This is an optimization exercise on Yosys and OpenROAD, whose aim is small area, not a production implementation.
The RTL was checked by simulation tests, not by an equivalence proof against the original design.
No driver is modelled on the clock port, so clocking that relies on it looks cheaper here than on a real chip.

// frame_gen_top
module frame_gen_top #(
    parameter int         PAYLOAD_LENGTH  = 128,
    parameter logic [7:0] PAYLOAD_PATTERN = 8'h55
) (
    input  logic                        clk,
    input  logic                        i_rst_n,
    input  logic                        i_start,
    input  logic [111:0]                i_header,           
    input  logic [15:0]                 i_payload_length,
    input  logic [8*PAYLOAD_LENGTH-1:0] i_payload,          
    input  logic [7:0]                  i_mode,
    output logic                        o_valid,
    output logic [63:0]                 o_frame_out,
    output logic                        o_done
);
Settings: LEC_CHECK=0, CAP_MARGIN=20, CORE_ASPECT_RATIO=0.7, CORE_MARGIN=2, CORE_UTILIZATION=27, SLEW_MARGIN=20; clock period 8.0 ns.
standard.sh (not shown) runs the stock make flow with config.mk's settings and CLKGATE_MAP_FILE= SYNTH_SCRIPT=/design/flow/synth_recipe.tcl, a recipe that flattens the netlist after the stock synthesis.
==> flow/flow/run.sh <==
#!/bin/bash
# The standard layout with these changes to how it is built:
#  - synthesis is the standard synthesis with an area-only abc mapping
#    script (flow/synth_area.tcl, flow/abc_area.abc); registers are unchanged;
#  - port buffers made from the smallest buffer cell (buf_1);
#  - clock tree synthesis with clkbuf_4/clkbuf_8, clusters of up to 25 sinks
#    within 120 um, and no dummy loads;
#  - after clock tree synthesis, flow/post_cts.tcl upsizes any clock buffer
#    whose sinks see a clock slew above 115 ps (placement estimate).
set -euo pipefail
export FLOW_SYNTH_TCL="$PWD/synth_recipe.tcl"
export FLOW_ABC_SCRIPT="$PWD/flow/abc_area.abc"
export BUFFER_PORTS_ARGS="-buffer_cell sky130_fd_sc_hd__buf_1"
export CTS_ARGS="-sink_clustering_enable -repair_clock_nets -dont_use_dummy_load -buf_list {sky130_fd_sc_hd__clkbuf_4 sky130_fd_sc_hd__clkbuf_8} -sink_clustering_size 25 -sink_clustering_max_diameter 120"
export POST_CTS_TCL="$PWD/flow/post_cts.tcl"
export CLK_SLEW_TARGET=0.115
sed "s#SYNTH_SCRIPT=[^ ]*#SYNTH_SCRIPT=$PWD/flow/synth_area.tcl#" standard.sh > standard_area.sh
grep -q "SYNTH_SCRIPT=$PWD/flow/synth_area.tcl" standard_area.sh
bash standard_area.sh > standard.log 2>&1
==> flow/flow/abc_area.abc <==
&get -n
&st
&dch -f
&nf -R 1000
&put
==> flow/flow/post_cts.tcl <==
# After clock tree synthesis: upsize clock buffers whose sinks see a slow
# clock edge, so every flip-flop clock pin stays well inside the slew limit.
proc clk_sink_slew { inst } {
  set worst 0
  foreach out [get_pins -of_objects $inst -filter "direction == output"] {
    foreach p [get_pins -of_objects [get_nets -of_objects $out] -filter "direction == input"] {
      set s [get_property $p slew_max]
      if { $s > $worst } { set worst $s }
    }
  }
  return $worst
}
set up_list {sky130_fd_sc_hd__clkbuf_1 sky130_fd_sc_hd__clkbuf_2 sky130_fd_sc_hd__clkbuf_4 sky130_fd_sc_hd__clkbuf_8 sky130_fd_sc_hd__clkbuf_16}
set limit [expr { [info exists ::env(CLK_SLEW_TARGET)] ? $::env(CLK_SLEW_TARGET) : 0.100 }]
for { set pass 0 } { $pass < 4 } { incr pass } {
  estimate_parasitics -placement
  set changed 0
  foreach inst [get_cells *] {
    set m [get_property $inst ref_name]
    set i [lsearch $up_list $m]
    if { $i < 0 || $i == [llength $up_list] - 1 } { continue }
    if { [clk_sink_slew $inst] > $limit } {
      replace_cell $inst [lindex $up_list [expr { $i + 1 }]]
      incr changed
    }
  }
  puts "post_cts pass $pass: upsized $changed clock buffers"
  if { $changed == 0 } { break }
}
detailed_placement
check_placement -verbose
estimate_parasitics -placement
==> flow/flow/synth_area.tcl <==
# The standard synthesis (synth_recipe.tcl, sourced below) with one change:
# the abc technology-mapping call uses flow/abc_area.abc, an area-only mapping
# that keeps the shared xor terms of the crc. Registers are mapped before abc
# (dfflibmap), so they come out exactly as in the standard synthesis.
proc abc {args} {
  set i [lsearch -exact $args -script]
  if { $i >= 0 && [string match *abc_speed.script [lindex $args [expr {$i + 1}]]] } {
    lset args [expr {$i + 1}] $::env(FLOW_ABC_SCRIPT)
  }
  yosys abc {*}$args
}
source $::env(FLOW_SYNTH_TCL)
The starting point completed without violations.
Then changed:
==> flow/flow/abc_area.abc (replaced) <==
&get -n
&st
&nf -R 1000
&put
--- a/flow/config.mk
+++ b/flow/config.mk
@@ -6,7 +6,6 @@
 export NUM_CORES = 4
 export LEC_CHECK = 0
-export CAP_MARGIN = 20
-export CORE_ASPECT_RATIO = 0.7
+export CAP_MARGIN = 0
 export CORE_MARGIN = 2
-export CORE_UTILIZATION = 27
-export SLEW_MARGIN = 20
+export CORE_UTILIZATION = 22
+export SLEW_MARGIN = 0
After rerunning: Routed wire length rose by 12%; setup slack improved by 0.11 ns; fmax rose by 1.8%; synthesized cell count is about the same; clock-buffer cell count rose by 7; utilization fell by 5.8 points; worst hold slack got worse by 0.016 ns; register-to-register slack improved by 0.11 ns.
Then changed:
==> flow/flow/run.sh (replaced) <==
#!/bin/bash
# The standard layout with three changes to how it is built:
#  - port buffers made from the smallest buffer cell (buf_1);
#  - clock tree synthesis with clkbuf_4/clkbuf_8, clusters of up to 25 sinks
#    within 120 um, and no dummy loads;
#  - after clock tree synthesis, flow/post_cts.tcl upsizes any clock buffer
#    whose sinks see a clock slew above 115 ps (placement estimate).
set -euo pipefail
export BUFFER_PORTS_ARGS="-buffer_cell sky130_fd_sc_hd__buf_1"
export CTS_ARGS="-sink_clustering_enable -repair_clock_nets -dont_use_dummy_load -buf_list {sky130_fd_sc_hd__clkbuf_4 sky130_fd_sc_hd__clkbuf_8} -sink_clustering_size 25 -sink_clustering_max_diameter 120"
export POST_CTS_TCL="$PWD/flow/post_cts.tcl"
export CLK_SLEW_TARGET=0.115
bash standard.sh > standard.log 2>&1
--- a/flow/config.mk
+++ b/flow/config.mk
@@ -6,6 +6,6 @@
 export NUM_CORES = 4
 export LEC_CHECK = 0
-export CAP_MARGIN = 0
+export CAP_MARGIN = 20
 export CORE_MARGIN = 2
 export CORE_UTILIZATION = 22
-export SLEW_MARGIN = 0
+export SLEW_MARGIN = 20
removed: flow/flow/abc_area.abc
removed: flow/flow/synth_area.tcl
First-iteration DRC count is higher by 45%.
Setup slack improves by 0.69 ns.
Count of clock-buffer cells in the layout does not change.
Routed wire length is higher by about 24%.
Synthesized area is higher by 7.4%.
Global-route usage is higher by 3.1 points.
Fmax is higher by 13%.
Sequential share of layout area is lower by 2.1 points.
Non-clock buffer count is lower by 19.
Then changed:
==> flow/flow/run.sh (replaced) <==
#!/bin/bash
# The standard layout, with the port buffers made from the smallest buffer
# cell and clock tree synthesis without dummy loads.
set -euo pipefail
export BUFFER_PORTS_ARGS="-buffer_cell sky130_fd_sc_hd__buf_1"
export CTS_ARGS="-sink_clustering_enable -repair_clock_nets -dont_use_dummy_load"
bash standard.sh > standard.log 2>&1
removed: flow/flow/post_cts.tcl
=>
- via count grows by 1.5%
- hold slack gets worse by 0.055 ns
- clock-buffer cell count rose by 74

==> re-timing with driven ports <==
No port has a modelled driver above. Below, the same layouts with a new extraction and two added sets of constraints.
Step 1 assumes that a clkbuf_16 drives the clock port and a buf_2 every other input.
Step 2 adds t to the input delays and takes it off the output delays; t is the mean of the earliest and latest rising clock arrival at the registers after step 1. Input paths then give back, and output paths get back, about the clock's delay inside the block.
Three values: no drivers, after step 1, after step 2; two values: the first two.
run | t, ns | setup slack, ns | hold slack, ns | latest minus earliest clock arrival (ns)
the first run | 0.773 | 1.893 / 1.893 / 1.893 | 0.318 / 0.318 / 0.318 | 0.034 / 0.034
the second run | 0.732 | 2.002 / 2.002 / 2.002 | 0.303 / 0.303 / 0.303 | 0.107 / 0.107
the third run | 0.736 | 2.695 / 2.622 / 3.221 | 0.308 / 0.308 / 0.308 | 0.093 / 0.092
the fourth run | 0.818 | 2.732 / 2.655 / 3.214 | 0.252 / 0.252 / 0.252 | 0.109 / 0.109
After both steps every run listed still meets setup and hold.
